This is an optimization exercise on Yosys and OpenROAD, whose aim is small area, not a production implementation.
Function was checked by simulation only, so behaviour that the tests miss may differ from the original.
No activity file was given, so power comes from the tool's default toggle rates.

===== flow/config.mk =====
export PLATFORM = sky130hd
export DESIGN_NAME = memoria_dados
export DESIGN_NICKNAME = memoria_dados
export VERILOG_FILES = /design/flow/design.v
export SDC_FILE = /design/flow/constraint.sdc
export NUM_CORES = 4
export LEC_CHECK = 0
export CAP_MARGIN = 30
export CORE_MARGIN = 2
export CORE_UTILIZATION = 60
export CTS_BUF_LIST = sky130_fd_sc_hd__clkbuf_8
export CTS_CLUSTER_DIAMETER = 80
export CTS_CLUSTER_SIZE = 16
export PLACE_DENSITY = 0.75
export SLEW_MARGIN = 20
export SYNTH_HIERARCHICAL = 1
export SYNTH_MINIMUM_KEEP_SIZE = 0

===== flow/constraint.sdc =====
create_clock -name core_clock -period 12.0 [get_ports {clock}]
set_input_delay 2.4000 -clock core_clock [delete_from_list [all_inputs] [get_ports {clock}]]
set_output_delay 2.4000 -clock core_clock [all_outputs]
set_load 0.01 [all_outputs]

===== flow/design.v =====
package memoria_dados_pkg;
  localparam int DATA_WIDTH = 16;
  localparam int ADDR_WIDTH = 16;
  localparam int NUM_WORDS = 128;
  localparam int WORD_INDEX_BITS = $clog2(NUM_WORDS);
  typedef logic [DATA_WIDTH-1:0] word_t;
  typedef logic [ADDR_WIDTH-1:0] addr_t;
  typedef logic [WORD_INDEX_BITS-1:0] idx_t;
endpackage
module decod_endereco_dados
(
  input  memoria_dados_pkg::addr_t endereco,
  output memoria_dados_pkg::idx_t  indice
);
  assign indice = endereco[memoria_dados_pkg::WORD_INDEX_BITS:1];
endmodule
module sel_aoi3
(
  input  logic [2:0] dado,
  input  logic [2:0] sel,
  output logic       y_n
);
  assign y_n = ~|(dado & sel);
endmodule
module sel_escrita
(
  input  logic w,
  input  logic h,
  input  logic d,
  input  logic q,
  output logic y
);
  assign y = (w & d) | (h & q);
endmodule
module nao_ou
(
  input  logic a,
  input  logic b,
  output logic y
);
  assign y = ~(a | b);
endmodule
module controle_linha
(
  input  logic esc_baixo_n,
  input  logic leit_baixo_n,
  input  logic alto_n,
  input  logic valido_n,
  output logic esc,
  output logic ret,
  output logic sel
);
  nao_ou u_esc (.a(esc_baixo_n), .b(alto_n), .y(esc));
  nao_ou u_ret (.a(esc), .b(valido_n), .y(ret));
  nao_ou u_sel (.a(leit_baixo_n), .b(alto_n), .y(sel));
endmodule
module memoria_dados
(
  input  logic                     clock,
  input  logic                     reset_n,
  input  logic                     permisao_escrita,
  input  logic                     permisao_leitura,
  input  memoria_dados_pkg::addr_t endereco,
  input  memoria_dados_pkg::word_t dado_escrita,
  output memoria_dados_pkg::word_t dado_leitura
);
  localparam int NW = memoria_dados_pkg::NUM_WORDS;
  localparam int DW = memoria_dados_pkg::DATA_WIDTH;
  localparam int NG = NW / 3;
  localparam int NR = NW - 3 * NG;
  memoria_dados_pkg::idx_t indice;
  memoria_dados_pkg::word_t mem_q [NW];
  logic valido_q;
  decod_endereco_dados u_decod (
    .endereco(endereco),
    .indice(indice)
  );
  localparam int NB = 8;
  localparam int NA = NW / NB;
  logic [NB-1:0] esc_baixo_n;
  logic [NB-1:0] leit_baixo_n;
  logic [NA-1:0] alto_n;
  always_comb begin
    for (int j = 0; j < NB; j++) begin
      esc_baixo_n[j]  = ~(permisao_escrita && indice[2:0] == j[2:0]);
      leit_baixo_n[j] = ~(permisao_leitura && valido_q && indice[2:0] == j[2:0]);
    end
    for (int k = 0; k < NA; k++) alto_n[k] = ~(indice[memoria_dados_pkg::WORD_INDEX_BITS-1:3] == k[memoria_dados_pkg::WORD_INDEX_BITS-4:0]);
  end
  logic [NW-1:0] esc;
  logic [NW-1:0] ret;
  logic [NW-1:0] sel_leitura;
  for (genvar i = 0; i < NW; i++) begin : g_linha
    controle_linha u_ctl (
      .esc_baixo_n(esc_baixo_n[i % NB]),
      .leit_baixo_n(leit_baixo_n[i % NB]),
      .alto_n(alto_n[i / NB]),
      .valido_n(~valido_q),
      .esc(esc[i]),
      .ret(ret[i]),
      .sel(sel_leitura[i])
    );
  end
  memoria_dados_pkg::word_t mem_d [NW];
  for (genvar i = 0; i < NW; i++) begin : g_pal
    for (genvar b = 0; b < DW; b++) begin : g_bit
      sel_escrita u_esc (
        .w(esc[i]),
        .h(ret[i]),
        .d(dado_escrita[b]),
        .q(mem_q[i][b]),
        .y(mem_d[i][b])
      );
    end
  end
  always_ff @(posedge clock) begin
    for (int i = 0; i < NW; i++) mem_q[i] <= mem_d[i];
  end
  always_ff @(posedge clock or negedge reset_n) begin
    if (!reset_n) valido_q <= 1'b0;
    else if (permisao_escrita) valido_q <= 1'b1;
  end
  for (genvar b = 0; b < DW; b++) begin : g_bit
    logic [NW-1:0] coluna;
    logic [NG-1:0] parcial_n;
    for (genvar i = 0; i < NW; i++) begin : g_col
      assign coluna[i] = mem_q[i][b];
    end
    for (genvar g = 0; g < NG; g++) begin : g_grp
      sel_aoi3 u_aoi (
        .dado(coluna[3*g +: 3]),
        .sel(sel_leitura[3*g +: 3]),
        .y_n(parcial_n[g])
      );
    end
    if (NR > 0) begin : g_resto
      assign dado_leitura[b] = ~&parcial_n | |(coluna[NW-1:3*NG] & sel_leitura[NW-1:3*NG]);
    end else begin : g_sem_resto
      assign dado_leitura[b] = ~&parcial_n;
    end
  end
endmodule

===== flow/run.sh =====
#!/bin/bash
# synth_recipe.tcl (not shown) runs the flow's synth.tcl, then flattens the netlist and writes it again
# the make line also repeats each setting of config.mk as NAME=value (left out here)
make -C /OpenROAD-flow-scripts/flow DESIGN_CONFIG=/design/flow/config.mk WORK_HOME=/design/flow/orfs CLKGATE_MAP_FILE= SYNTH_SCRIPT=/design/flow/synth_recipe.tcl finish

==> reports/results.ini, run 1 <==
[outcome]
status = complete, no violations

[critical_path]
worstPathArrival_ns = 8.13
critical_path_class = input pin to output pin
cp_slowest_cell = nor4_1
path_buf_inv = 4
worstPathMaxFanout = 10
cp_slowest_stage_delay_ns = 1.07
crit_path_start_kind = input pin
crit_family = simple AND/OR/NAND/NOR gates
cp.required_ns = 9.60
end_kind = output pin
cp_cell_sequence = clkdlybuf4s50_1 > nor2_1 > nand2_1 > buf_4 > nor2_1 > buf_6 > a222oi_1 > nand4_1 > nor4_1 > nand4_1 > clkdlybuf4s50_1

[logic_synthesis]
syn_nets = 5508
synth_ff_type = dfxtp_1
synth_cell_type_count = 19
synth_common_cells = 2048 x a22o_1, 2048 x dfxtp_1, 672 x a222oi_1, 405 x nor2_1, 178 x nand4_1
synth_edf_count = 0
synth.top_cells.by_area = dfxtp_1 59%, a22o_1 26%, a222oi_1 9.7%, nor2_1 2.2%, nand4_1 1.6%
synth_top_area_share_pct = 59.3
yosysTopAreaCell = dfxtp_1
synth_seq_cells = 2049
netlist_area_um2 = 69100
async_reset_ff_share_pct = 0.0488
ys.warnings.count = 10
syn_inst = 5472
syn_avg_cell_area_um2 = 12.6
seq_area_frac_synth_pct = 59.4

[power_and_ir_drop]
power_density_nw_per_um2 = 152
pwr-share-clk_pct = 28.0
power_leakage_nw = 29.9
p_int_w = 0.00893
p_sw_share_pct = 24.0
seqPwrFrac_pct = 65.5
power.switching_w = 0.00282
comb_power_share_pct = 6.5
ir_drop_uv = 145

[die]
fp-row-count = 124
core_area_um2 = 114000
die_h_um = 343
start_util_pct = 60.4
die-area_um2 = 118000
die_w_um = 343
ios = 52

[flow_run]
drv_cap = 0

[timing]
slew_headroom_pct = 21.1
finalSetupTns_ns = 0
report.final.slew_viol_count = 0
fmax_mhz = 95.0
tightest_slew_ns = 1.17
hold_viol = 0
setup_viol = 0
skew_ns = 0.0348
rsz0062_at_grt = false
period_needed_ns = 10.53
fin_crit_sh_pct = 87.7

[layout]
final_nets = 6100
postLayoutCoreUtil_pct = 67.5
drive_gt1_share_pct = 10.4
multi_input_area_um2 = 28100
area_growth_pct = 11.6
seqCellArea_um2 = 41000
fillerInstances = 8524

[clocking]
cts_htree_levels = 4
clk_pin_slew_ns = 0.09
cts_root_buf = clkbuf_8
cts_tree = yes
cts_sinks = 2049
cts_resized = 0
post_cts_buffers = 0
worstSkewPairLatency_ns = 0.88
ctsLongestPathBuffers = 3
cts_buffers = 146
ctsHoldBuffers = 0

[global_route]
antenna_found_initial = 7
first_global_vias = 54900
overflow = 0
grt_first_pass_wirelength_um = 353000
grt_usage_pct = 38.9
grt_max_degree = 82

[detailed_routing]
num_vias = 58600
drc_errors = 0
drt-initial-drc-count = 11400
vias_per_cell = 7.72
routed_wl_um = 239000
wl_per_cell_um = 31.4
detail-route-antenna-nets = 0
first_pass_iters = 14

[placed_design]
place_congestion = 0.930
portBuffers = 42
hpwl_um = 147000

[min_path]
hold_class = flip-flop to flip-flop

-- Yosys stat by module, one instance, submodules excluded, excerpt --
module	cells inside	flip-flops and latches	times used	cell area (µm²)
decod_endereco_dados	7	0	1	52.6
sel_escrita	1	0	2048	8.76
sel_aoi3	1	0	672	10.0
memoria_dados	2361	2049	1	43000
nao_ou	1	0	384	3.75
-- per-layer routing --
layer | global-route usage (%) | wire, µm | vias up
met5 | 0 | 51 | -
met4 | 19.8 | 13200 | 8
met3 | 9.14 | 28700 | 611
met2 | 56.9 | 103000 | 3981
met1 | 53.7 | 93900 | 29000
li1 | - | - | 25000
-- power by group through the flow --
stage / registers [W] / clock network [W] / logic [W]
floorplan: 0.00774 / 0 / 0.000466
global placement: 0.00781 / 0 / 0.000705
detailed placement: 0.00783 / 0 / 0.000747
CTS: 0.00768 / 0.00329 / 0.000750
global route: 0.00775 / 0.00353 / 0.000817
finish: 0.00770 / 0.00329 / 0.000768
-- area by class of cell --
cell class / instances / share of cell area [%]
clock buffer: 155 / 2.77
timing repair buffer: 457 / 5.13
multi-input combinational: 3409 / 36.4
antenna: 6 / 0.0195
inverter: 1 / 0.0114
sequential: 2049 / 53.2
clock inverter: 6 / 0.0568
tap: 1512 / 2.45
-- worst paths after layout --
kind | end | start | depth (start not counted) | slack, ns
min in group asynchronous | valido_q | reset_n | 1 | 1.75
max in group asynchronous | valido_q | reset_n | 1 | 10.05
min | mem_q[62][9] | mem_q[62][9] | 1 | 0.48
max reg2reg | mem_q[113][9] | valido_q | 5 | 8.86
max | dado_leitura[4] | endereco[3] | 11 | 1.47
min reg2reg | mem_q[62][9] | mem_q[62][9] | 1 | 0.48
-- cells in the final DEF, fill, tap and decap left out, types with 2 or more instances in the layout --
cell / instances
nor4_2: 3
clkbuf_8: 155
nor4_1: 29
dfxtp_1: 2048
clkdlybuf4s50_1: 26
a221oi_2: 11
nor2_2: 26
buf_2: 10
a221oi_1: 5
nand4_1: 178
nand2_1: 35
a22o_1: 2048
a222oi_1: 672
inv_6: 3
inv_1: 2
diode_2: 6
nand3_1: 11
nor2_1: 379
buf_6: 119
buf_4: 298
nor2b_1: 9
-- sequential cells by signal, indices dropped and copies added (netlist names) --
name	cells
mem_q	2048
valido_q	1
-- metrics by stage --
step / cells / area [µm²] / setup WS, ns / hold WS, ns / power (W)
3_3_place_gp: 7217 / 72900 / 1.80 / 0.451 / 0.00852
2_1_floorplan: 5472 / 69100 / 5.35 / 0.439 / 0.00821
3_5_place_dp: 7419 / 74800 / 2.03 / 0.452 / 0.00857
4_1_cts: 7580 / 77000 / 2.01 / 0.481 / 0.0117
5_1_grt: 7591 / 77100 / 1.80 / 0.486 / 0.0121
6_report: 7595 / 77100 / 1.47 / 0.478 / 0.0118
-- kinds of logic after synthesis --
family,after synthesis,share of synthesized area (%)
AO/OA/AOI/OAI,2736,36.0
flip-flops,2049,59.4
AND/OR/NAND/NOR,673,4.48
buffers and inverters,14,0.174
==> run 2, diff against run 1 <==
==> flow/design.v (replaced) <==
package memoria_dados_pkg;
  localparam int DATA_WIDTH = 16;
  localparam int ADDR_WIDTH = 16;
  localparam int NUM_WORDS = 128;
  localparam int WORD_INDEX_BITS = $clog2(NUM_WORDS);
  typedef logic [DATA_WIDTH-1:0] word_t;
  typedef logic [ADDR_WIDTH-1:0] addr_t;
  typedef logic [WORD_INDEX_BITS-1:0] idx_t;
endpackage
module decod_endereco_dados
(
  input  memoria_dados_pkg::addr_t endereco,
  output memoria_dados_pkg::idx_t  indice
);
  assign indice = endereco[memoria_dados_pkg::WORD_INDEX_BITS:1];
endmodule
module celula_escrita
(
  input  logic esc_n,
  input  logic dado_n,
  input  logic ret_n,
  input  logic q_n,
  output logic y_n
);
  assign y_n = (esc_n | dado_n) & (ret_n | q_n);
endmodule
module leitura_par
(
  input  logic [1:0] sel_n,
  input  logic [1:0] q_n,
  output logic       y
);
  assign y = ~((sel_n[0] | q_n[0]) & (sel_n[1] | q_n[1]));
endmodule
module nao_e
(
  input  logic a,
  input  logic b,
  output logic y
);
  assign y = ~(a & b);
endmodule
module nao_ou4
(
  input  logic [3:0] a,
  output logic       y
);
  assign y = ~|a;
endmodule
module nao_e4
(
  input  logic [3:0] a,
  output logic       y
);
  assign y = ~&a;
endmodule
module ou16
(
  input  logic [15:0] a,
  output logic        y
);
  assign y = |a;
endmodule
module ou4
(
  input  logic [3:0] a,
  output logic       y
);
  assign y = |a;
endmodule
module memoria_dados
(
  input  logic                     clock,
  input  logic                     reset_n,
  input  logic                     permisao_escrita,
  input  logic                     permisao_leitura,
  input  memoria_dados_pkg::addr_t endereco,
  input  memoria_dados_pkg::word_t dado_escrita,
  output memoria_dados_pkg::word_t dado_leitura
);
  localparam int NW = memoria_dados_pkg::NUM_WORDS;
  localparam int DW = memoria_dados_pkg::DATA_WIDTH;
  localparam int IB = memoria_dados_pkg::WORD_INDEX_BITS;
  localparam int NB = 8;
  localparam int NA = NW / NB;
  memoria_dados_pkg::idx_t indice;
  memoria_dados_pkg::word_t mem_n_q [NW];
  memoria_dados_pkg::word_t mem_n_d [NW];
  memoria_dados_pkg::word_t dado_n;
  logic valido_q;
  decod_endereco_dados u_decod (
    .endereco(endereco),
    .indice(indice)
  );
  always_ff @(posedge clock or negedge reset_n) begin
    if (!reset_n) valido_q <= 1'b0;
    else if (permisao_escrita) valido_q <= 1'b1;
  end
  logic [NB-1:0] esc_baixo;
  logic [NB-1:0] leit_baixo;
  logic [NA-1:0] alto;
  always_comb begin
    for (int j = 0; j < NB; j++) begin
      esc_baixo[j]  = permisao_escrita && indice[2:0] == j[2:0];
      leit_baixo[j] = permisao_leitura && valido_q && indice[2:0] == j[2:0];
    end
    for (int k = 0; k < NA; k++) alto[k] = indice[IB-1:3] == k[IB-4:0];
  end
  logic [NW-1:0] esc_n;
  logic [NW-1:0] ret_n;
  logic [NW-1:0] sel_n;
  for (genvar i = 0; i < NW; i++) begin : g_linha
    nao_e u_esc (.a(esc_baixo[i % NB]), .b(alto[i / NB]), .y(esc_n[i]));
    nao_e u_ret (.a(valido_q), .b(esc_n[i]), .y(ret_n[i]));
    nao_e u_sel (.a(leit_baixo[i % NB]), .b(alto[i / NB]), .y(sel_n[i]));
  end
  assign dado_n = ~dado_escrita;
  for (genvar i = 0; i < NW; i++) begin : g_pal
    for (genvar b = 0; b < DW; b++) begin : g_bit
      celula_escrita u_cel (
        .esc_n(esc_n[i]),
        .dado_n(dado_n[b]),
        .ret_n(ret_n[i]),
        .q_n(mem_n_q[i][b]),
        .y_n(mem_n_d[i][b])
      );
    end
  end
  always_ff @(posedge clock) begin
    for (int i = 0; i < NW; i++) mem_n_q[i] <= mem_n_d[i];
  end
  for (genvar b = 0; b < DW; b++) begin : g_leit
    logic [NW/2-1:0]  par;
    logic [NW/32-1:0] n2;
    for (genvar p = 0; p < NW/2; p++) begin : g_par
      leitura_par u_par (
        .sel_n(sel_n[2*p +: 2]),
        .q_n({mem_n_q[2*p+1][b], mem_n_q[2*p][b]}),
        .y(par[p])
      );
    end
    for (genvar g = 0; g < NW/32; g++) begin : g_n2
      ou16 u_n2 (.a(par[16*g +: 16]), .y(n2[g]));
    end
    ou4 u_fim (.a(n2), .y(dado_leitura[b]));
  end
endmodule
==> reports/results.ini, run 2 <==
[logic_synthesis]
synth_seq_cells = 2049  ; unchanged
synth.top_cells.by_area = dfxtp_1 59%, o22a_1 26%, o22ai_1 9.2%, nor4_1 2.3%, nand2_1 2.1%  ; was dfxtp_1 59%, a22o_1 26%, a222oi_1 9.7%, nor2_1 2.2%, nand4_1 1.6%
syn_avg_cell_area_um2 = 11.7  ; was 12.6 µm²
synth_ff_type = dfxtp_1  ; unchanged
synth-adder-area-share_pct = 0  ; unchanged
synth_simple_gate_area_share_pct = 5.51  ; was 4.48%
synth_compound_area_share_pct = 35.1  ; was 36.0%
synth_cell_type_count = 19  ; unchanged
synth_top_area_share_pct = 59.2  ; was 59.3%
yosysTopAreaCell = dfxtp_1  ; unchanged
synth_top_family_by_area = compound AO/OA/AOI/OAI gates  ; unchanged
synth_common_cells = 2048 x dfxtp_1, 2048 x o22a_1, 1024 x o22ai_1, 386 x nand2_1, 257 x nor4_1  ; was 2048 x a22o_1, 2048 x dfxtp_1, 672 x a222oi_1, 405 x nor2_1, 178 x nand4_1
syn_inst = 5910  ; was 5472
synth_xor_area_share_pct = 0  ; unchanged
synth_edf_count = 0  ; unchanged
muxShareOfSynthArea_pct = 0  ; unchanged
seq_area_frac_synth_pct = 59.2  ; was 59.4%
syn_nets = 5946  ; was 5508
ys.warnings.count = 10  ; unchanged
netlist_area_um2 = 69300  ; was 69100 µm²
async_reset_ff_share_pct = 0.0488  ; unchanged

[detailed_routing]
detail-route-antenna-nets = 0  ; unchanged
first_pass_iters = 8  ; was 14
vias_per_cell = 7.63  ; was 7.72
wl_per_cell_um = 30.4  ; was 31.4 µm
num_vias = 58800  ; was 58600
routed_wl_um = 234000  ; was 239000 µm
drt-initial-drc-count = 8354  ; was 11400
drc_errors = 0  ; unchanged

[critical_path]
cp_slowest_cell = nor4_1  ; unchanged
path_buf_inv = 3  ; was 4
cp_cell_sequence = clkdlybuf4s50_1 > nand2b_4 > nor2_2 > buf_4 > nand2_1 > o22ai_1 > nor4_1 > nand4_1 > or4_1 > clkdlybuf4s50_1  ; was clkdlybuf4s50_1 > nor2_1 > nand2_1 > buf_4 > nor2_1 > buf_6 > a222oi_1 > nand4_1 > nor4_1 > nand4_1 > clkdlybuf4s50_1
cp.required_ns = 9.60  ; about the same
reg2reg_slack_ns = 9.03  ; was 8.86 ns
critical_path_class = input pin to output pin  ; unchanged
crit_top_cell = clkdlybuf4s50_1
crit_path_start_kind = input pin  ; unchanged
cp_slowest_stage_delay_ns = 0.88  ; was 1.07 ns
worstPathArrival_ns = 7.59  ; was 8.13 ns
crit_family = simple AND/OR/NAND/NOR gates  ; unchanged
worstPathMaxFanout = 16  ; was 10
end_kind = output pin  ; unchanged

[placed_design]
place_congestion = 0.917  ; was 0.930
hpwl_um = 145000  ; was 147000 µm
dp_cells = 7525  ; was 7419
portBuffers = 42  ; unchanged

[clocking]
cts_htree_levels = 4  ; unchanged
ctsHoldBuffers = 0  ; unchanged
clk_pin_slew_ns = 0.08  ; was 0.09 ns
cts_tree = yes  ; unchanged
worstSkewPairLatency_ns = 0.88  ; about the same
cts_resized = 0  ; unchanged
cts_root_buf = clkbuf_8  ; unchanged
cts_sinks = 2049  ; unchanged
cts_buffers = 146  ; unchanged
ctsLongestPathBuffers = 3  ; unchanged
post_cts_buffers = 0  ; unchanged

[die]
start_util_pct = 60.5  ; was 60.4%
ios = 52  ; unchanged
die_h_um = 344  ; was 343 µm
fp-row-count = 124  ; unchanged
core_area_um2 = 115000  ; was 114000 µm²
die_w_um = 344  ; was 343 µm
die-area_um2 = 118000  ; about the same

[global_route]
grt_use_met1_pct = 53.5  ; was 53.7%
grt_max_degree = 89  ; was 82
grt_usage_pct = 37.8  ; was 38.9%
antenna_found_initial = 16  ; was 7
use_met3_pct = 9.06  ; was 9.14%
use_met2_pct = 55.1  ; was 56.9%
overflow = 0  ; unchanged
grt_busiest_layer = met2  ; unchanged
grt_first_pass_wirelength_um = 341000  ; was 353000 µm
first_global_vias = 53100  ; was 54900

[timing]
finalSetupTns_ns = 0  ; unchanged
skew_ns = 0.0271  ; was 0.0348 ns
setup_viol = 0  ; unchanged
period_needed_ns = 9.99  ; was 10.53 ns
rsz0062_at_grt = false  ; unchanged
hold_viol = 0  ; unchanged
report.final.slew_viol_count = 0  ; unchanged
tightest_slew_ns = 1.10  ; was 1.17 ns
fin_crit_sh_pct = 83.2  ; was 87.7%
slew_headroom_pct = 25.7  ; was 21.1%
fmax_mhz = 100  ; was 95.0 MHz

[power_and_ir_drop]
power_leakage_nw = 23.8  ; was 29.9 nW
ir_drop_uv = 134  ; was 145 µV
power_density_nw_per_um2 = 158  ; was 152 nW/µm²

[layout]
area_growth_pct = 7.77  ; was 11.6%
fillerInstances = 9043  ; was 8524
drive_gt1_share_pct = 4.67  ; was 10.4%
reg.largest.list = mem_n_q (2048), valido_q (1)  ; was mem_q (2048), valido_q (1)
mostFrequentLayoutCells = 2048 x o22a_1, 2048 x dfxtp_1, 1024 x o22ai_1  ; was 2048 x a22o_1, 2048 x dfxtp_1, 672 x a222oi_1
final_nets = 6206  ; was 6100
top_register = mem_n_q  ; was mem_q
final_cell_count_no_fill = 7704  ; was 7595
largest_register_ffs = 2048  ; unchanged

[outcome]
status = complete, no violations  ; unchanged

[min_path]
hold_class = flip-flop to flip-flop  ; unchanged

[flow_run]
drv_cap = 0  ; unchanged

==> run 2: cells by family (layout without fill, tap and decap cells) <==
kind of cell,count (synthesis),in the layout
AOI/OAI and AO/OA,3072,3072
and+or+nand+nor,766,766
other,0,9
buffers and inverters,23,296
DFF,2049,2049
==> run 2: final timing paths <==
kind / from / endpoint / cells after the start
hold reg to reg: mem_n_q[19][14] / mem_n_q[19][14] / 1
setup / recovery: endereco[3] / dado_leitura[11] / 10
hold / removal: mem_n_q[19][14] / mem_n_q[19][14] / 1
setup reg to reg: valido_q / mem_n_q[76][0] / 3
min in group asynchronous: reset_n / valido_q / 1
max in group asynchronous: reset_n / valido_q / 1
==> run 2: stage by stage <==
| stage | util [%] | worst slack [ns] | area [µm²] | total power, W | hold WS [ns] |
|---|---|---|---|---|---|
| global placement | 63.0 | 2.08 | 72200 | 0.00854 | 0.457 |
| global route | 65.2 | 2.01 | 74700 | 0.0122 | 0.498 |
| floorplan | - | 4.64 | 69300 | 0.00831 | 0.450 |
| CTS | 65.1 | 1.95 | 74600 | 0.0118 | 0.485 |
| detailed placement | 63.2 | 1.97 | 72300 | 0.00861 | 0.465 |
| finish | 65.2 | 2.01 | 74700 | 0.0118 | 0.482 |
==> run 2: worst register-to-register path: stages, from the launching register on <==
cell     delay (ns)
dfrtp_4        0.83
buf_4          0.93
nand2_1        0.76
o22a_1         0.34
==> run 2: where the power goes <==
group          internal (W)  switching [W]
clock               0.00119        0.00212
sequential          0.00737       0.000303
combinational      0.000428       0.000381
==> run 2: final cells by class <==
type | instances | area (µm²) | share of cell area (%)
Clock buffer | 156 | 2150 | 2.87
Timing Repair Buffer | 119 | 1090 | 1.46
Multi-Input combinational cell | 3838 | 28300 | 37.9
Clock inverter | 5 | 66.3 | 0.0888
Sequential cell | 2049 | 41000 | 54.9
Antenna cell | 9 | 22.5 | 0.0302
Tap cell | 1512 | 1890 | 2.53
Inverter | 16 | 140 | 0.188
==> run 2: modules after synthesis (local to each module, per instance) <==
module,flops+latches,copies in the design,cell area (µm²),cells
ou16,0,64,31.3,5
ou4,0,16,7.51,1
nao_e,0,384,3.75,1
memoria_dados,2049,1,41300,2111
celula_escrita,0,2048,8.76,1
decod_endereco_dados,0,1,52.6,7
leitura_par,0,1024,6.26,1
==> run 2: routing by layer <==
layer,wire (µm),share of wire [%]
met1,95600,41
met2,100000,43
met3,27200,12
met4,10800,4.6
met5,153,0.065
==> run 3, diff against run 2 <==
--- a/flow/design.v
+++ b/flow/design.v
@@ -41,16 +41,2 @@
   assign y = ~(a & b);
-endmodule
-module nao_ou4
-(
-  input  logic [3:0] a,
-  output logic       y
-);
-  assign y = ~|a;
-endmodule
-module nao_e4
-(
-  input  logic [3:0] a,
-  output logic       y
-);
-  assign y = ~&a;
 endmodule
--- a/flow/config.mk
+++ b/flow/config.mk
@@ -13,2 +13,3 @@
 export CTS_CLUSTER_SIZE = 16
+export GPL_TIMING_DRIVEN = 0
 export PLACE_DENSITY = 0.75
==> reports/results.ini, run 3 <==
[critical_path]
reg2reg_slack_ns = 9.70  ; was 9.03 ns
rr_worst_depth = 4  ; was 3
end_kind = output pin  ; unchanged
critical_path_class = input pin to output pin  ; unchanged
worstPathArrival_ns = 7.60  ; was 7.59 ns
cp.required_ns = 9.60  ; about the same
worstPathMaxFanout = 16  ; unchanged
r2r_end = mem_n_q[67][8]  ; was mem_n_q[76][0]
crit_path_start_kind = input pin  ; unchanged
crit-reg2reg-launch = valido_q  ; unchanged

[clocking]
post_cts_buffers = 0  ; unchanged
ctsHoldBuffers = 0  ; unchanged
cts_root_buf = clkbuf_8  ; unchanged
cts_htree_levels = 4  ; unchanged
ctsLongestPathBuffers = 3  ; unchanged
cts_buffers = 146  ; unchanged
clk_pin_slew_ns = 0.09  ; was 0.08 ns
cts_tree = yes  ; unchanged
worstSkewPairLatency_ns = 0.89  ; was 0.88 ns
cts_resized = 0  ; unchanged
cts_sinks = 2049  ; unchanged

[layout]
final_cell_count_no_fill = 7718  ; was 7704
reg.largest.list = mem_n_q (2048), valido_q (1)  ; unchanged
fin_area_um2 = 75400  ; was 74700 µm²
drive_gt1_share_pct = 5.10  ; was 4.67%
top_register = mem_n_q  ; unchanged
mostFrequentLayoutCells = 2048 x o22a_1, 2048 x dfxtp_1, 1024 x o22ai_1  ; unchanged
area_growth_pct = 8.86  ; was 7.77%
final_nets = 6218  ; was 6206
fillerInstances = 8915  ; was 9043
postLayoutCoreUtil_pct = 65.9  ; was 65.2%
largest_register_ffs = 2048  ; unchanged

[logic_synthesis]
ys.warnings.count = 10  ; unchanged
syn_nets = 5946  ; unchanged
synth_top_family_by_area = compound AO/OA/AOI/OAI gates  ; unchanged
seq_area_frac_synth_pct = 59.2  ; unchanged
synth_xor_area_share_pct = 0  ; unchanged
synth_simple_gate_area_share_pct = 5.51  ; unchanged
synth-adder-area-share_pct = 0  ; unchanged
synth_edf_count = 0  ; unchanged
netlist_area_um2 = 69300  ; unchanged
synth_seq_cells = 2049  ; unchanged
syn_avg_cell_area_um2 = 11.7  ; unchanged
synth_common_cells = 2048 x dfxtp_1, 2048 x o22a_1, 1024 x o22ai_1, 386 x nand2_1, 257 x nor4_1  ; unchanged
synth_cell_type_count = 19  ; unchanged
async_reset_ff_share_pct = 0.0488  ; unchanged
synth_compound_area_share_pct = 35.1  ; unchanged
synth_top_area_share_pct = 59.2  ; unchanged
yosysTopAreaCell = dfxtp_1  ; unchanged
synth_ff_type = dfxtp_1  ; unchanged
syn_inst = 5910  ; unchanged
muxShareOfSynthArea_pct = 0  ; unchanged
synth.top_cells.by_area = dfxtp_1 59%, o22a_1 26%, o22ai_1 9.2%, nor4_1 2.3%, nand2_1 2.1%  ; unchanged

[detailed_routing]
routed_wl_um = 237000  ; was 234000 µm
wl_per_cell_um = 30.7  ; was 30.4 µm
first_pass_iters = 8  ; unchanged
vias_per_cell = 7.59  ; was 7.63
drc_errors = 0  ; unchanged
drt-initial-drc-count = 7848  ; was 8354
detail-route-antenna-nets = 0  ; unchanged
num_vias = 58600  ; was 58800

[power_and_ir_drop]
power_density_nw_per_um2 = 157  ; was 158 nW/µm²
pwr-share-clk_pct = 28.0  ; was 28.1%
ir_drop_uv = 106  ; was 134 µV
p_int_w = 0.00900  ; was 0.00899 W
seqPwrFrac_pct = 65.0  ; was 65.1%
power_leakage_nw = 24.1  ; was 23.8 nW
comb_power_share_pct = 7.1  ; was 6.9%
power.switching_w = 0.00281  ; was 0.00280 W
p_sw_share_pct = 23.8  ; about the same

[min_path]
min_from = mem_n_q[18][4]  ; was mem_n_q[19][14]
holdPathStages = 1  ; unchanged
hold_class = flip-flop to flip-flop  ; unchanged
min_to = mem_n_q[18][4]  ; was mem_n_q[19][14]

[placed_design]
dp_cells = 7539  ; was 7525
place_congestion = 0.953  ; was 0.917
portBuffers = 35  ; was 42
hpwl_um = 150000  ; was 145000 µm
post_dp_cell_area_um2 = 73200  ; was 72300 µm²

[flow_run]
drv_cap = 0  ; unchanged

[global_route]
grt_max_degree = 91  ; was 89
use_met3_pct = 9.45  ; was 9.06%
grt_busiest_layer = met2  ; unchanged
grt_first_pass_wirelength_um = 343000  ; was 341000 µm
grt_use_met1_pct = 52.0  ; was 53.5%
grt_usage_pct = 38.2  ; was 37.8%
first_global_vias = 53700  ; was 53100
use_met2_pct = 56.3  ; was 55.1%
overflow = 0  ; unchanged
antenna_found_initial = 22  ; was 16

[die]
ios = 52  ; unchanged
fp-row-count = 124  ; unchanged
die-area_um2 = 118000  ; unchanged
start_util_pct = 60.5  ; unchanged
die_w_um = 344  ; unchanged
core_area_um2 = 115000  ; unchanged
die_h_um = 344  ; unchanged

[timing]
slew_headroom_pct = 15.5  ; was 25.7%
period_needed_ns = 10.00  ; was 9.99 ns
skew_ns = 0.0475  ; was 0.0271 ns
fmax_mhz = 100  ; about the same
setup_viol = 0  ; unchanged
tightest_slew_ns = 1.26  ; was 1.10 ns
finalSetupTns_ns = 0  ; unchanged
fin_crit_sh_pct = 83.3  ; was 83.2%
report.final.slew_viol_count = 0  ; unchanged
hold_viol = 0  ; unchanged
rsz0062_at_grt = false  ; unchanged

[outcome]
status = complete, no violations  ; unchanged

## run 3: cell families (layout without fill, tap and decap cells)
family	after synthesis	in the layout
buffers and inverters	23	310
and+or+nand+nor	766	766
other	0	9
AOI/OAI and AO/OA	3072	3072
DFF	2049	2049
## run 3: worst max path at each step
stage                          start                to  slack [ns]  cells after the start
floorplan                endereco[4]   dado_leitura[0]        4.64                      7
global placement            valido_q  dado_leitura[11]       -4.83                      8
global route        permisao_leitura   dado_leitura[8]        2.14                     12
finish              permisao_leitura   dado_leitura[8]        2.00                     12
detailed placement  permisao_leitura   dado_leitura[8]        2.33                     12
CTS                 permisao_leitura   dado_leitura[8]        2.32                     12
## run 3: power by group through the flow
stage | combinational, W | sequential (W) | clock, W
after detailed placement | 0.000815 | 0.00782 | 0
after floorplan | 0.000566 | 0.00774 | 0
after global placement | 0.000730 | 0.00779 | 0
after CTS | 0.000817 | 0.00766 | 0.00332
final | 0.000834 | 0.00768 | 0.00330
after global routing | 0.000876 | 0.00773 | 0.00356
## run 3: per-stage QoR
stage	total power (W)	worst slack (ns)	hold WS [ns]
final	0.0118	2.00	0.484
after global placement	0.00852	-4.83	0.457
after CTS	0.0118	2.32	0.487
after floorplan	0.00831	4.64	0.450
after global routing	0.0122	2.14	0.496
after detailed placement	0.00863	2.33	0.465
## run 3: cell type report
| cell class | count | area [µm²] | area share (%) |
|---|---|---|---|
| diodes | 9 | 22.5 | 0.0299 |
| plain buffers | 7 | 52.6 | 0.0697 |
| clock buffers | 158 | 2170 | 2.88 |
| clock inverters | 5 | 36.3 | 0.0481 |
| inverters | 16 | 180 | 0.239 |
| multi-input cells | 3838 | 28400 | 37.6 |
| flip-flops and latches | 2049 | 41000 | 54.4 |
| well taps | 1512 | 1890 | 2.51 |
| repair buffers | 124 | 1690 | 2.24 |
## run 3: modules after synthesis (local to each module, per instance)
module	times used	flops+latches
memoria_dados	1	2049
decod_endereco_dados	1	0
ou16	64	0
celula_escrita	2048	0
ou4	16	0
leitura_par	1024	0
nao_e	384	0
## run 3: routing by layer
metal	routed length (µm)	part of all wire (%)
met1	94300	40
met2	102000	43
met3	27100	11
met4	13300	5.6
met5	243	0.10
## run 3: critical path: stages
cell and delay, ns:
clkdlybuf4s50_1 0.48, nand3b_1 0.37, nor3_2 0.22, buf_4 0.25, buf_6 0.16, buf_4 0.18, nand2_1 0.45, o22ai_1 0.20
nor4_1 0.95, nand4_1 0.63, or4_1 0.74, clkdlybuf4s50_1 0.54
==> run 4, diff against run 3 <==
--- a/flow/config.mk
+++ b/flow/config.mk
@@ -9,3 +9,3 @@
 export CORE_MARGIN = 2
-export CORE_UTILIZATION = 60
+export CORE_UTILIZATION = 70
 export CTS_BUF_LIST = sky130_fd_sc_hd__clkbuf_8
@@ -13,4 +13,3 @@
 export CTS_CLUSTER_SIZE = 16
-export GPL_TIMING_DRIVEN = 0
-export PLACE_DENSITY = 0.75
+export PLACE_DENSITY = 0.8
 export SLEW_MARGIN = 20
==> reports/results.ini, run 4 <==
[logic_synthesis]
netlist_area_um2 = 69300  ; unchanged
synth_top_area_share_pct = 59.2  ; unchanged
synth_common_cells = 2048 x dfxtp_1, 2048 x o22a_1, 1024 x o22ai_1, 386 x nand2_1, 257 x nor4_1  ; unchanged
synth_cell_type_count = 19  ; unchanged
syn_avg_cell_area_um2 = 11.7  ; unchanged
synth_ff_type = dfxtp_1  ; unchanged
seq_area_frac_synth_pct = 59.2  ; unchanged
yosysTopAreaCell = dfxtp_1  ; unchanged
syn_inst = 5910  ; unchanged
ys.warnings.count = 10  ; unchanged
synth.top_cells.by_area = dfxtp_1 59%, o22a_1 26%, o22ai_1 9.2%, nor4_1 2.3%, nand2_1 2.1%  ; unchanged
syn_nets = 5946  ; unchanged
synth_seq_cells = 2049  ; unchanged
async_reset_ff_share_pct = 0.0488  ; unchanged
synth_edf_count = 0  ; unchanged

[power_and_ir_drop]
comb_power_share_pct = 6.9  ; was 7.1%
ir_drop_uv = 147  ; was 106 µV
power_density_nw_per_um2 = 158  ; was 157 nW/µm²
power.switching_w = 0.00280  ; was 0.00281 W
seqPwrFrac_pct = 65.2  ; was 65.0%
pwr-share-clk_pct = 27.9  ; was 28.0%
p_sw_share_pct = 23.8  ; about the same
p_int_w = 0.00898  ; was 0.00900 W
power_leakage_nw = 23.9  ; was 24.1 nW

[detailed_routing]
drt-initial-drc-count = 9270  ; was 7848
vias_per_cell = 7.94  ; was 7.59
first_pass_iters = 8  ; unchanged
drc_errors = 0  ; unchanged
wl_per_cell_um = 31.0  ; was 30.7 µm
routed_wl_um = 232000  ; was 237000 µm
num_vias = 59400  ; was 58600
detail-route-antenna-nets = 0  ; unchanged

[timing]
fmax_mhz = 98.3  ; was 100 MHz
fin_crit_sh_pct = 84.7  ; was 83.3%
setup_viol = 0  ; unchanged
period_needed_ns = 10.17  ; was 10.00 ns
slew_headroom_pct = 21.0  ; was 15.5%
worst_slack_ns = 1.83  ; was 2.00 ns
hold_viol = 0  ; unchanged
rsz0062_at_grt = false  ; unchanged
report.final.slew_viol_count = 0  ; unchanged
skew_ns = 0.0278  ; was 0.0475 ns
tightest_slew_ns = 1.17  ; was 1.26 ns
finalSetupTns_ns = 0  ; unchanged

[outcome]
status = complete, no violations  ; unchanged

[clocking]
clk_pin_slew_ns = 0.09  ; about the same
cts_tree = yes  ; unchanged
cts_htree_levels = 4  ; unchanged
worstSkewPairLatency_ns = 0.87  ; was 0.89 ns
ctsLongestPathBuffers = 3  ; unchanged
ctsHoldBuffers = 0  ; unchanged
cts_resized = 0  ; unchanged
post_cts_buffers = 0  ; unchanged
cts_sinks = 2049  ; unchanged
cts_root_buf = clkbuf_8  ; unchanged
cts_buffers = 146  ; unchanged

[placed_design]
place_congestion = 0.989  ; was 0.953
hpwl_um = 143000  ; was 150000 µm
portBuffers = 42  ; was 35
place_ws_ns = 2.42  ; was 2.33 ns
post_dp_cell_area_um2 = 72100  ; was 73200 µm²

[flow_run]
drv_cap = 0  ; unchanged

[layout]
area_growth_pct = 7.49  ; was 8.86%
drive_gt1_share_pct = 4.87  ; was 5.10%
fin_area_um2 = 74500  ; was 75400 µm²
reg.largest.list = mem_n_q (2048), valido_q (1)  ; unchanged
fillerInstances = 6949  ; was 8915
final_nets = 6219  ; was 6218
largest_register_ffs = 2048  ; unchanged
top_register = mem_n_q  ; unchanged
mostFrequentLayoutCells = 2048 x o22a_1, 2048 x dfxtp_1, 1024 x o22ai_1  ; unchanged

[critical_path]
rr_worst_depth = 4  ; unchanged
end_kind = output pin  ; unchanged
cp_cell_sequence = clkdlybuf4s50_1 > nand2b_4 > nor2_2 > buf_4 > nand2_1 > o22ai_1 > nor4_1 > nand4_1 > or4_1 > clkdlybuf4s50_1  ; was clkdlybuf4s50_1 > nand3b_1 > nor3_2 > buf_4 > buf_6 > buf_4 > nand2_1 > o22ai_1 > nor4_1 > nand4_1 > or4_1 > clkdlybuf4s50_1
crit-reg2reg-launch = valido_q  ; unchanged
cp.required_ns = 9.60  ; about the same
cp_slowest_stage_delay_ns = 0.92  ; was 0.95 ns
r2r_end = mem_n_q[103][2]  ; was mem_n_q[67][8]
worstPathArrival_ns = 7.77  ; was 7.60 ns
cp_slowest_cell = nor4_1  ; unchanged
reg2reg_slack_ns = 8.40  ; was 9.70 ns
crit_top_cell = clkdlybuf4s50_1
crit_path_start_kind = input pin  ; unchanged
worstPathMaxFanout = 16  ; unchanged
critical_path_class = input pin to output pin  ; unchanged

[global_route]
grt_first_pass_wirelength_um = 339000  ; was 343000 µm
antenna_found_initial = 21  ; was 22
grt_usage_pct = 43.4  ; was 38.2%
overflow = 0  ; unchanged
first_global_vias = 54100  ; was 53700
grt_max_degree = 80  ; was 91

[min_path]
holdPathStages = 1  ; unchanged
min_from = mem_n_q[20][1]  ; was mem_n_q[18][4]
hold_class = flip-flop to flip-flop  ; unchanged
min_to = mem_n_q[20][1]  ; was mem_n_q[18][4]

[die]
die-area_um2 = 102000  ; was 118000 µm²
core_area_um2 = 98300  ; was 115000 µm²
start_util_pct = 70.5  ; was 60.5%
ios = 52  ; unchanged
fp-row-count = 115  ; was 124
die_w_um = 319  ; was 344 µm
die_h_um = 319  ; was 344 µm

==> run 4: cell count changes in the layout (fill, tap and decap cells not counted), sizes merged <==
cell / previous run / this run
clkdlybuf4s50: 35 / 42
clkinvlp: 0 / 2
inv: 20 / 19
buf: 91 / 77
clkbuf: 163 / 170
clkinv: 1 / 0
diode: 9 / 6
==> run 4: through the flow <==
step / util (%) / total power, W / hold slack (ns) / std cells
floorplan: - / 0.00831 / 0.450 / 5910
global placement: 73.2 / 0.00853 / 0.457 / 7291
detailed placement: 73.3 / 0.00860 / 0.465 / 7303
CTS: 75.6 / 0.0117 / 0.487 / 7465
global route: 75.8 / 0.0121 / 0.496 / 7485
finish: 75.8 / 0.0118 / 0.484 / 7490
==> run 4: layout make-up <==
class                           count  area (µm²)  area share, %
Clock inverter                      5        38.8         0.0521
Timing Repair Buffer              132        1170           1.57
Tap cell                         1287        1610           2.16
Clock buffer                      157        2160           2.90
Multi-Input combinational cell   3838       28300           38.0
Sequential cell                  2049       41000           55.1
Antenna cell                        6        15.0         0.0202
Inverter                           16         140          0.188
==> run 4: how the worst max path moves through the flow <==
stage	endpoint	start	cells after the start	slack, ns
3_3_place_gp	dado_leitura[13]	endereco[1]	10	2.25
4_1_cts	dado_leitura[4]	endereco[3]	10	2.42
2_1_floorplan	dado_leitura[0]	endereco[4]	7	4.64
6_report	dado_leitura[14]	endereco[3]	10	1.83
3_5_place_dp	dado_leitura[4]	endereco[3]	10	2.42
5_1_grt	dado_leitura[14]	endereco[1]	10	2.05
==> run 4: per-layer routing <==
| metal | track usage (%) | part of all wire [%] | wire, µm | vias to the layer above |
|---|---|---|---|---|
| li1 | - | - | - | 25400 |
| met1 | 58.8 | 39 | 89700 | 29300 |
| met2 | 62.9 | 42 | 98400 | 4006 |
| met3 | 13.6 | 13 | 30800 | 737 |
| met4 | 21.6 | 5.6 | 13100 | 28 |
| met5 | 0 | 0.076 | 177 | - |
==> run 4: kinds of logic (layout without fill, tap and decap cells) <==
| family | count (synthesis) | after routing | share of synthesized area (%) |
|---|---|---|---|
| flops | 2049 | 2049 | 59.2 |
| compound gates | 3072 | 3072 | 35.1 |
| buf+inv | 23 | 310 | 0.163 |
| simple gates | 766 | 766 | 5.51 |
| other cells | 0 | 6 | 0 |
==> run 4: worst max-delay path: cells and delay by family <==
family | cells | cell delay [ns]
compound gates | 1 | 0.18
buf+inv | 3 | 1.78
simple gates | 6 | 3.38
==> run 4: modules after synthesis, one instance, submodules excluded <==
| module | cells | flip-flops and latches | area [µm²] |
|---|---|---|---|
| celula_escrita | 1 | 0 | 8.76 |
| decod_endereco_dados | 7 | 0 | 52.6 |
| leitura_par | 1 | 0 | 6.26 |
| memoria_dados | 2111 | 2049 | 41300 |
| nao_e | 1 | 0 | 3.75 |
| ou16 | 5 | 0 | 31.3 |
| ou4 | 1 | 0 | 7.51 |
==> run 4: power by group through the flow <==
stage	sequential [W]	combinational [W]	clock, W
after floorplan	0.00774	0.000566	0
after global placement	0.00779	0.000738	0
after detailed placement	0.00782	0.000782	0
after CTS	0.00766	0.000784	0.00327
after global routing	0.00774	0.000851	0.00351
final	0.00768	0.000811	0.00329
==> run 5, diff against run 4 <==
==> flow/flow/run.sh (new file) <==
#!/bin/bash
# The standard layout (the standard.sh: standard synthesis, floorplan,
# placement, CTS, routing), with two changes:
#  - port buffers are buf_1 cells instead of the resizer's default choice;
#  - CTS keeps the clustering of config.mk but inserts no dummy loads.
# Each tool's full output stays in the ORFS logs under orfs/logs; make's own
# output goes to standard.log in this folder.
set -euo pipefail
export BUFFER_PORTS_ARGS="-buffer_cell sky130_fd_sc_hd__buf_1"
export CTS_ARGS="-sink_clustering_enable -repair_clock_nets -sink_clustering_size 16 -sink_clustering_max_diameter 80 -buf_list sky130_fd_sc_hd__clkbuf_8 -dont_use_dummy_load"
bash standard.sh finish > standard.log 2>&1
==> flow/standard.sh (new file) <==
#!/bin/bash
# synth_recipe.tcl (not shown) runs the flow's synth.tcl, then flattens the netlist and writes it again
# the make line also repeats each setting of config.mk as NAME=value (left out here)
make -C /OpenROAD-flow-scripts/flow DESIGN_CONFIG=/design/flow/config.mk WORK_HOME=/design/flow/orfs CLKGATE_MAP_FILE= SYNTH_SCRIPT=/design/flow/synth_recipe.tcl "${@:-finish}"
--- a/flow/config.mk
+++ b/flow/config.mk
@@ -9,3 +9,3 @@
 export CORE_MARGIN = 2
-export CORE_UTILIZATION = 70
+export CORE_UTILIZATION = 60
 export CTS_BUF_LIST = sky130_fd_sc_hd__clkbuf_8
@@ -13,3 +13,3 @@
 export CTS_CLUSTER_SIZE = 16
-export PLACE_DENSITY = 0.8
+export PLACE_DENSITY = 0.75
 export SLEW_MARGIN = 20
removed: flow/run.sh
==> reports/results.ini, run 5 <==
[timing]
worst_slack_ns = 2.59  ; was 1.83 ns
period_needed_ns = 9.41  ; was 10.17 ns
tightest_slew_ns = 1.26  ; was 1.17 ns
hold_viol = 0  ; unchanged
slew_headroom_pct = 15.2  ; was 21.0%
report.final.slew_viol_count = 0  ; unchanged
setup_viol = 0  ; unchanged
finalSetupTns_ns = 0  ; unchanged
skew_ns = 0.0955  ; was 0.0278 ns
fin_crit_sh_pct = 78.4  ; was 84.7%
rsz0062_at_grt = false  ; unchanged
fmax_mhz = 106  ; was 98.3 MHz

[die]
core_area_um2 = 115000  ; was 98300 µm²
fp-row-count = 124  ; was 115
ios = 52  ; unchanged
start_util_pct = 60.5  ; was 70.5%
die_w_um = 344  ; was 319 µm
die-area_um2 = 118000  ; was 102000 µm²
die_h_um = 344  ; was 319 µm

[detailed_routing]
first_pass_iters = 10  ; was 8
drt-initial-drc-count = 8674  ; was 9270
detail-route-antenna-nets = 0  ; unchanged
vias_per_cell = 7.64  ; was 7.94
drc_errors = 0  ; unchanged
routed_wl_um = 235000  ; was 232000 µm
num_vias = 58800  ; was 59400
wl_per_cell_um = 30.6  ; was 31.0 µm

[clocking]
cts_tree = yes  ; unchanged
cts_root_buf = clkbuf_8  ; unchanged
ctsHoldBuffers = 0  ; unchanged
clk_pin_slew_ns = 0.04  ; was 0.09 ns
post_cts_buffers = 0  ; unchanged
worstSkewPairLatency_ns = 0.88  ; was 0.87 ns
cts_sinks = 2049  ; unchanged
cts_htree_levels = 4  ; unchanged
ctsLongestPathBuffers = 3  ; unchanged
cts_buffers = 146  ; unchanged
cts_resized = 0  ; unchanged

[power_and_ir_drop]
p_sw_share_pct = 23.7  ; was 23.8%
power_leakage_nw = 23.6  ; was 23.9 nW
pwr-share-clk_pct = 27.3  ; was 27.9%
seqPwrFrac_pct = 65.9  ; was 65.2%
power.switching_w = 0.00276  ; was 0.00280 W
power_density_nw_per_um2 = 157  ; was 158 nW/µm²
ir_drop_uv = 112  ; was 147 µV
p_int_w = 0.00889  ; was 0.00898 W
comb_power_share_pct = 6.8  ; was 6.9%

[logic_synthesis]
syn_inst = 5910  ; unchanged
yosysTopAreaCell = dfxtp_1  ; unchanged
synth_seq_cells = 2049  ; unchanged
ys.warnings.count = 10  ; unchanged
seq_area_frac_synth_pct = 59.2  ; unchanged
synth_common_cells = 2048 x dfxtp_1, 2048 x o22a_1, 1024 x o22ai_1, 386 x nand2_1, 257 x nor4_1  ; unchanged
muxShareOfSynthArea_pct = 0  ; unchanged
synth.top_cells.by_area = dfxtp_1 59%, o22a_1 26%, o22ai_1 9.2%, nor4_1 2.3%, nand2_1 2.1%  ; unchanged
synth_compound_area_share_pct = 35.1  ; unchanged
synth_xor_area_share_pct = 0  ; unchanged
synth-adder-area-share_pct = 0  ; unchanged
syn_nets = 5946  ; unchanged
synth_ff_type = dfxtp_1  ; unchanged
async_reset_ff_share_pct = 0.0488  ; unchanged
netlist_area_um2 = 69300  ; unchanged
synth_simple_gate_area_share_pct = 5.51  ; unchanged
synth_cell_type_count = 19  ; unchanged
synth_top_area_share_pct = 59.2  ; unchanged
synth_top_family_by_area = compound AO/OA/AOI/OAI gates  ; unchanged
syn_avg_cell_area_um2 = 11.7  ; unchanged
synth_edf_count = 0  ; unchanged

[critical_path]
worstPathMaxFanout = 16  ; unchanged
worstPathArrival_ns = 7.01  ; was 7.77 ns
critical_path_class = input pin to output pin  ; unchanged
crit_path_start_kind = input pin  ; unchanged
end_kind = output pin  ; unchanged
cp.required_ns = 9.60  ; about the same

[outcome]
status = complete, no violations  ; unchanged

[placed_design]
place_congestion = 0.957  ; was 0.989
place_ws_ns = 3.00  ; was 2.42 ns
portBuffers = 42  ; unchanged
hpwl_um = 144000  ; was 143000 µm
dp_cells = 7522  ; was 7303

[global_route]
antenna_found_initial = 25  ; was 21
grt_first_pass_wirelength_um = 341000  ; was 339000 µm
overflow = 0  ; unchanged
grt_max_degree = 86  ; was 80
first_global_vias = 52900  ; was 54100
grt_usage_pct = 37.9  ; was 43.4%

[min_path]
hold_class = flip-flop to flip-flop  ; unchanged

[layout]
top_register = mem_n_q  ; unchanged
reg.largest.list = mem_n_q (2048), valido_q (1)  ; unchanged
mostFrequentLayoutCells = 2048 x o22a_1, 2048 x dfxtp_1, 1024 x o22ai_1  ; unchanged
largest_register_ffs = 2048  ; unchanged
drive_gt1_share_pct = 4.44  ; was 4.87%
final_nets = 6208  ; was 6219
final_cell_count_no_fill = 7697  ; was 7490
area_growth_pct = 7.09  ; was 7.49%

[flow_run]
drv_cap = 0  ; unchanged

[run 5: cell count changes in the layout (fill, tap and decap cells not counted), sizes merged]
cell           change
buf               +36
inv                -3
clkdlybuf4s50     -42
clkinvlp           -2
clkbuf            -16
diode              +9
[run 5: through the flow]
step | power, W | instance area, µm² | utilization (%) | hold WS, ns
after floorplan | 0.00831 | 69300 | - | 0.450
after global placement | 0.00852 | 71900 | 62.8 | 0.457
after detailed placement | 0.00859 | 72100 | 62.9 | 0.465
after CTS | 0.0116 | 74100 | 64.7 | 0.478
after global routing | 0.0120 | 74200 | 64.8 | 0.497
final | 0.0116 | 74200 | 64.8 | 0.476
[run 5: cells by family after synthesis]
group,Yosys count
flops,2049
simple gates,766
buf+inv,23
compound gates,3072
[run 5: final cells by class]
type	instances	area (µm²)
multi-input cells	3838	28300
well taps	1512	1890
repair buffers	121	806
diodes	15	37.5
inverters	16	140
clock buffers	146	2010
fillers	9039	40300
flip-flops and latches	2049	41000
[run 5: worst paths after layout]
kind | start | endpoint | slack, ns | depth (start not counted)
max | endereco[1] | dado_leitura[6] | 2.59 | 10
max reg2reg | valido_q | mem_n_q[50][10] | 9.16 | 3
min in group asynchronous | reset_n | valido_q | 1.26 | 1
max in group asynchronous | reset_n | valido_q | 10.63 | 1
min | mem_n_q[109][14] | mem_n_q[109][14] | 0.48 | 1
min reg2reg | mem_n_q[109][14] | mem_n_q[109][14] | 0.48 | 1
[run 5: layer usage]
| layer | up-vias | global-route usage [%] | wire length [µm] |
|---|---|---|---|
| li1 | 25400 | - | - |
| met1 | 29100 | 52.5 | 95000 |
| met2 | 3623 | 54.8 | 99900 |
| met3 | 634 | 10.7 | 28400 |
| met4 | 28 | 17.4 | 11700 |
| met5 | - | 0 | 181 |
[run 5: modules after synthesis, one instance, submodules excluded]
module,cells inside,flops+latches
memoria_dados,2111,2049
decod_endereco_dados,7,0
ou16,5,0
celula_escrita,1,0
ou4,1,0
leitura_par,1,0
nao_e,1,0
[run 5: critical path, cell delays in order]
cell,delay (ns)
buf_1,0.45
nand2b_4,0.31
nor2_4,0.12
buf_4,0.31
nand2_1,0.50
o22ai_1,0.21
nor4_1,1.05
nand4_1,0.60
or4_1,0.82
buf_1,0.18
[run 5: power groups by stage]
stage / sequential, W / combinational, W / clock [W]
finish: 0.00768 / 0.000795 / 0.00318
global route: 0.00773 / 0.000838 / 0.00344
CTS: 0.00766 / 0.000776 / 0.00319
detailed placement: 0.00782 / 0.000775 / 0
global placement: 0.00779 / 0.000732 / 0
floorplan: 0.00774 / 0.000566 / 0
==> run 6, diff against run 5 <==
--- a/flow/design.v
+++ b/flow/design.v
@@ -19,8 +19,8 @@
   input  logic esc_n,
-  input  logic dado_n,
+  input  logic c,
   input  logic ret_n,
-  input  logic q_n,
-  output logic y_n
+  input  logic q,
+  output logic y
 );
-  assign y_n = (esc_n | dado_n) & (ret_n | q_n);
+  assign y = ~((ret_n | q) & (esc_n | c));
 endmodule
@@ -29,6 +29,6 @@
   input  logic [1:0] sel_n,
-  input  logic [1:0] q_n,
+  input  logic [1:0] q,
   output logic       y
 );
-  assign y = ~((sel_n[0] | q_n[0]) & (sel_n[1] | q_n[1]));
+  assign y = ~((sel_n[0] | q[0]) & (sel_n[1] | q[1]));
 endmodule
@@ -72,6 +72,9 @@
   memoria_dados_pkg::idx_t indice;
-  memoria_dados_pkg::word_t mem_n_q [NW];
-  memoria_dados_pkg::word_t mem_n_d [NW];
-  memoria_dados_pkg::word_t dado_n;
+  memoria_dados_pkg::word_t mem_q [NW];
+  memoria_dados_pkg::word_t mem_d [NW];
+  memoria_dados_pkg::word_t dado_cod;
+  memoria_dados_pkg::word_t leitura;
   logic valido_q;
+  logic fase_q;
+  logic fase_d;
   decod_endereco_dados u_decod (
@@ -84,2 +87,4 @@
   end
+  assign fase_d = valido_q && !fase_q;
+  always_ff @(posedge clock) fase_q <= fase_d;
   logic [NB-1:0] esc_baixo;
@@ -102,3 +107,3 @@
   end
-  assign dado_n = ~dado_escrita;
+  assign dado_cod = ~(dado_escrita ^ {DW{fase_d}});
   for (genvar i = 0; i < NW; i++) begin : g_pal
@@ -107,6 +112,6 @@
         .esc_n(esc_n[i]),
-        .dado_n(dado_n[b]),
+        .c(dado_cod[b]),
         .ret_n(ret_n[i]),
-        .q_n(mem_n_q[i][b]),
-        .y_n(mem_n_d[i][b])
+        .q(mem_q[i][b]),
+        .y(mem_d[i][b])
       );
@@ -115,3 +120,3 @@
   always_ff @(posedge clock) begin
-    for (int i = 0; i < NW; i++) mem_n_q[i] <= mem_n_d[i];
+    for (int i = 0; i < NW; i++) mem_q[i] <= mem_d[i];
   end
@@ -123,3 +128,3 @@
         .sel_n(sel_n[2*p +: 2]),
-        .q_n({mem_n_q[2*p+1][b], mem_n_q[2*p][b]}),
+        .q({mem_q[2*p+1][b], mem_q[2*p][b]}),
         .y(par[p])
@@ -130,4 +135,5 @@
     end
-    ou4 u_fim (.a(n2), .y(dado_leitura[b]));
+    ou4 u_fim (.a(n2), .y(leitura[b]));
   end
+  assign dado_leitura = leitura ^ {DW{permisao_leitura && valido_q && !fase_q}};
 endmodule
==> reports/results.ini, run 6 <==
[layout]
final_nets = 6256  ; was 6208
drive_gt1_share_pct = 4.82  ; was 4.44%
postLayoutCoreUtil_pct = 65.0  ; was 64.8%
fillerInstances = 8597  ; was 9039
mostFrequentLayoutCells = 3072 x o22ai_1, 2049 x dfxtp_1, 390 x nand2_1  ; was 2048 x o22a_1, 2048 x dfxtp_1, 1024 x o22ai_1
largest_register_ffs = 2048  ; unchanged
layout_commonest_cell = o22ai_1
area_growth_pct = 7.78  ; was 7.09%
top_register = mem_q  ; was mem_n_q
reg.largest.list = mem_q (2048), fase_q (1), valido_q (1)  ; was mem_n_q (2048), valido_q (1)

[logic_synthesis]
synth_top_family_by_area = compound AO/OA/AOI/OAI gates  ; unchanged
synth_top_area_share_pct = 63.6  ; was 59.2%
synth_edf_count = 0  ; unchanged
syn_inst = 5938  ; was 5910
synth-adder-area-share_pct = 0  ; unchanged
async_reset_ff_share_pct = 0.0488  ; about the same
synth_ff_type = dfxtp_1  ; unchanged
seq_area_frac_synth_pct = 63.7  ; was 59.2%
synth_common_cells = 3072 x o22ai_1, 2049 x dfxtp_1, 390 x nand2_1, 257 x nor4_1, 64 x nand4_1  ; was 2048 x dfxtp_1, 2048 x o22a_1, 1024 x o22ai_1, 386 x nand2_1, 257 x nor4_1
yosysMostFrequentCell = o22ai_1
syn_avg_cell_area_um2 = 10.9  ; was 11.7 µm²
synth_seq_cells = 2050  ; was 2049
muxShareOfSynthArea_pct = 0  ; unchanged
ys.warnings.count = 10  ; unchanged
syn_nets = 5974  ; was 5946
synth_xor_area_share_pct = 0.435  ; was 0%
synth.top_cells.by_area = dfxtp_1 64%, o22ai_1 30%, nor4_1 2.5%, nand2_1 2.3%, nand4_1 0.62%  ; was dfxtp_1 59%, o22a_1 26%, o22ai_1 9.2%, nor4_1 2.3%, nand2_1 2.1%
netlist_area_um2 = 64500  ; was 69300 µm²
yosysTopAreaCell = dfxtp_1  ; unchanged
synth_cell_type_count = 21  ; was 19
synth_simple_gate_area_share_pct = 5.92  ; was 5.51%
synth_compound_area_share_pct = 29.8  ; was 35.1%

[critical_path]
worstPathMaxFanout = 16  ; unchanged
end_kind = output pin  ; unchanged
crit_path_start_kind = input pin  ; unchanged
reg2reg_slack_ns = 7.88  ; was 9.16 ns
cp.required_ns = 9.60  ; about the same
critical_path_class = input pin to output pin  ; unchanged
worstPathArrival_ns = 7.32  ; was 7.01 ns

[die]
fp-row-count = 120  ; was 124
die-area_um2 = 110000  ; was 118000 µm²
die_h_um = 332  ; was 344 µm
die_w_um = 332  ; was 344 µm
start_util_pct = 60.3  ; was 60.5%
ios = 52  ; unchanged
core_area_um2 = 107000  ; was 115000 µm²

[flow_run]
drv_cap = 0  ; unchanged

[timing]
slew_headroom_pct = 10.3  ; was 15.2%
fmax_mhz = 103  ; was 106 MHz
period_needed_ns = 9.72  ; was 9.41 ns
finalSetupTns_ns = 0  ; unchanged
holdWs_ns = 0.460  ; was 0.476 ns
tightest_slew_ns = 1.33  ; was 1.26 ns
setup_viol = 0  ; unchanged
rsz0062_at_grt = false  ; unchanged
skew_ns = 0.0545  ; was 0.0955 ns
hold_viol = 0  ; unchanged
report.final.slew_viol_count = 0  ; unchanged
fin_crit_sh_pct = 81.0  ; was 78.4%

[power_and_ir_drop]
power_leakage_nw = 25.2  ; was 23.6 nW
power_density_nw_per_um2 = 200  ; was 157 nW/µm²
ir_drop_uv = 247  ; was 112 µV

[detailed_routing]
drc_errors = 0  ; unchanged
detail-route-antenna-nets = 0  ; unchanged
vias_per_cell = 7.74  ; was 7.64
drt-initial-drc-count = 8786  ; was 8674
routed_wl_um = 226000  ; was 235000 µm
first_pass_iters = 8  ; was 10
num_vias = 59000  ; was 58800
wl_per_cell_um = 29.6  ; was 30.6 µm

[clocking]
worstSkewPairLatency_ns = 0.90  ; was 0.88 ns
cts_resized = 0  ; unchanged
cts_sinks = 2050  ; was 2049
post_cts_buffers = 0  ; unchanged
ctsHoldBuffers = 0  ; unchanged
ctsLongestPathBuffers = 3  ; unchanged
clk_pin_slew_ns = 0.09  ; was 0.04 ns
cts_tree = yes  ; unchanged
cts_htree_levels = 4  ; unchanged
cts_root_buf = clkbuf_8  ; unchanged
cts_buffers = 146  ; unchanged

[placed_design]
hpwl_um = 138000  ; was 144000 µm
place_congestion = 0.966  ; was 0.957
portBuffers = 42  ; unchanged

[global_route]
grt_usage_pct = 38.6  ; was 37.9%
overflow = 0  ; unchanged
first_global_vias = 52900  ; about the same
grt_first_pass_wirelength_um = 329000  ; was 341000 µm
grt_max_degree = 129  ; was 86
antenna_found_initial = 17  ; was 25

[outcome]
status = complete, no violations  ; unchanged

[min_path]
hold_class = flip-flop to flip-flop  ; unchanged

[run 6: cell count changes in the layout (fill, tap and decap cells not counted), sizes merged, moves of 2 or more]
cell | previous run | this run
buf | 113 | 133
clkbuf | 154 | 159
diode | 15 | 10
inv | 16 | 0
nand2 | 388 | 390
o22a | 2048 | 0
o22ai | 1024 | 3072
or2b | 0 | 2
xnor2 | 0 | 32
[run 6: kinds of logic (layout without fill, tap and decap cells)]
logic type             Yosys count  in the layout
other                            0             10
AND/OR/NAND/NOR                772            772
flip-flops                    2050           2050
AO/OA/AOI/OAI                 3072           3072
buffers and inverters           12            292
XOR/XNOR                        32             32
[run 6: layout make-up]
cell class | count | area [µm²] | area share (%)
Timing Repair Buffer | 146 | 1090 | 1.57
Sequential cell | 2050 | 41000 | 59.1
Tap cell | 1403 | 1760 | 2.53
Multi-Input combinational cell | 3876 | 23600 | 33.9
Antenna cell | 10 | 25.0 | 0.0360
Clock buffer | 146 | 2010 | 2.89
[run 6: final timing paths]
check / from / to / cells past startpoint
hold reg to reg: mem_q[95][14] / mem_q[95][14] / 1
setup reg to reg: valido_q / mem_q[35][4] / 7
max in group asynchronous: reset_n / valido_q / 1
hold / removal: mem_q[95][14] / mem_q[95][14] / 1
setup / recovery: endereco[5] / dado_leitura[12] / 11
min in group asynchronous: reset_n / valido_q / 1
[run 6: critical path: stages]
cell      delay [ns]
buf_1           0.32
nand2b_1        0.27
nor3_2          0.06
buf_4           0.24
nand2_1         0.64
o22ai_1         0.18
nor4_1          0.99
nand4_1         0.64
or4_1           0.74
xnor2_1         0.60
buf_1           0.22
[run 6: per-module statistics from Yosys (local to each module, per instance)]
| module | cells inside | flip-flops and latches | copies in the design |
|---|---|---|---|
| celula_escrita | 1 | 0 | 2048 |
| decod_endereco_dados | 7 | 0 | 1 |
| leitura_par | 1 | 0 | 1024 |
| memoria_dados | 2139 | 2050 | 1 |
| nao_e | 1 | 0 | 384 |
| ou16 | 5 | 0 | 64 |
| ou4 | 1 | 0 | 16 |
[run 6: metrics by stage]
stage	setup slack (ns)	std cells	area, µm²	power [W]
2_1_floorplan	4.07	5938	64500	0.0102
3_3_place_gp	2.72	7440	67100	0.0106
3_5_place_dp	2.72	7459	67300	0.0108
4_1_cts	2.72	7605	69300	0.0138
5_1_grt	2.51	7624	69500	0.0144
6_report	2.28	7631	69500	0.0139
[run 6: where the power goes]
part           internal [W]  switching, W
clock               0.00110       0.00205
sequential          0.00819      0.000699
combinational      0.000884      0.000964
total                0.0102       0.00371
[run 6: layer usage]
layer	track usage (%)	part of all wire, %	up-vias
li1	-	-	25600
met1	52.3	38	28700
met2	55.4	42	3922
met3	12.1	13	715
met4	19.8	5.7	18
met5	0.782	0.10	-

[port drivers added, routing unchanged]
No port has a modelled driver above. Below, the same layouts with a new extraction and two added sets of constraints. Step 1: set_driving_cell puts a clkbuf_16 on clock and a buf_2 on each other input, an assumption about the parent block. Step 2 moves the port delays by t, midway between the first and last clock arrival at a register: inputs arrive t later, outputs are due t later. That takes back most of the time a late clock gives input paths. Three values: no drivers, after step 1, after step 2; two values: the first two.
run	t (ns)	setup WS [ns]	clock arrival spread, ns	worst slew at a driven data input, ns	pins driven straight from the clock port
run 1	0.945	1.470 / 1.447 / 1.447	0.049 / 0.048	0.09	1
run 2	0.954	2.011 / 1.985 / 1.985	0.054 / 0.054	0.04	1
run 3	0.937	1.999 / 1.970 / 1.970	0.049 / 0.048	0.14	1
run 4	0.933	1.831 / 1.806 / 1.806	0.045 / 0.045	0.09	1
run 5	0.920	2.587 / 2.525 / 2.525	0.108 / 0.108	0.17	1
run 6	0.921	2.283 / 2.169 / 2.169	0.096 / 0.096	0.14	1
After both steps every run listed still meets setup and hold. The setup slack of run 6, which loses most, moves by -0.114 ns with the drivers and by -0.114 ns with both steps.
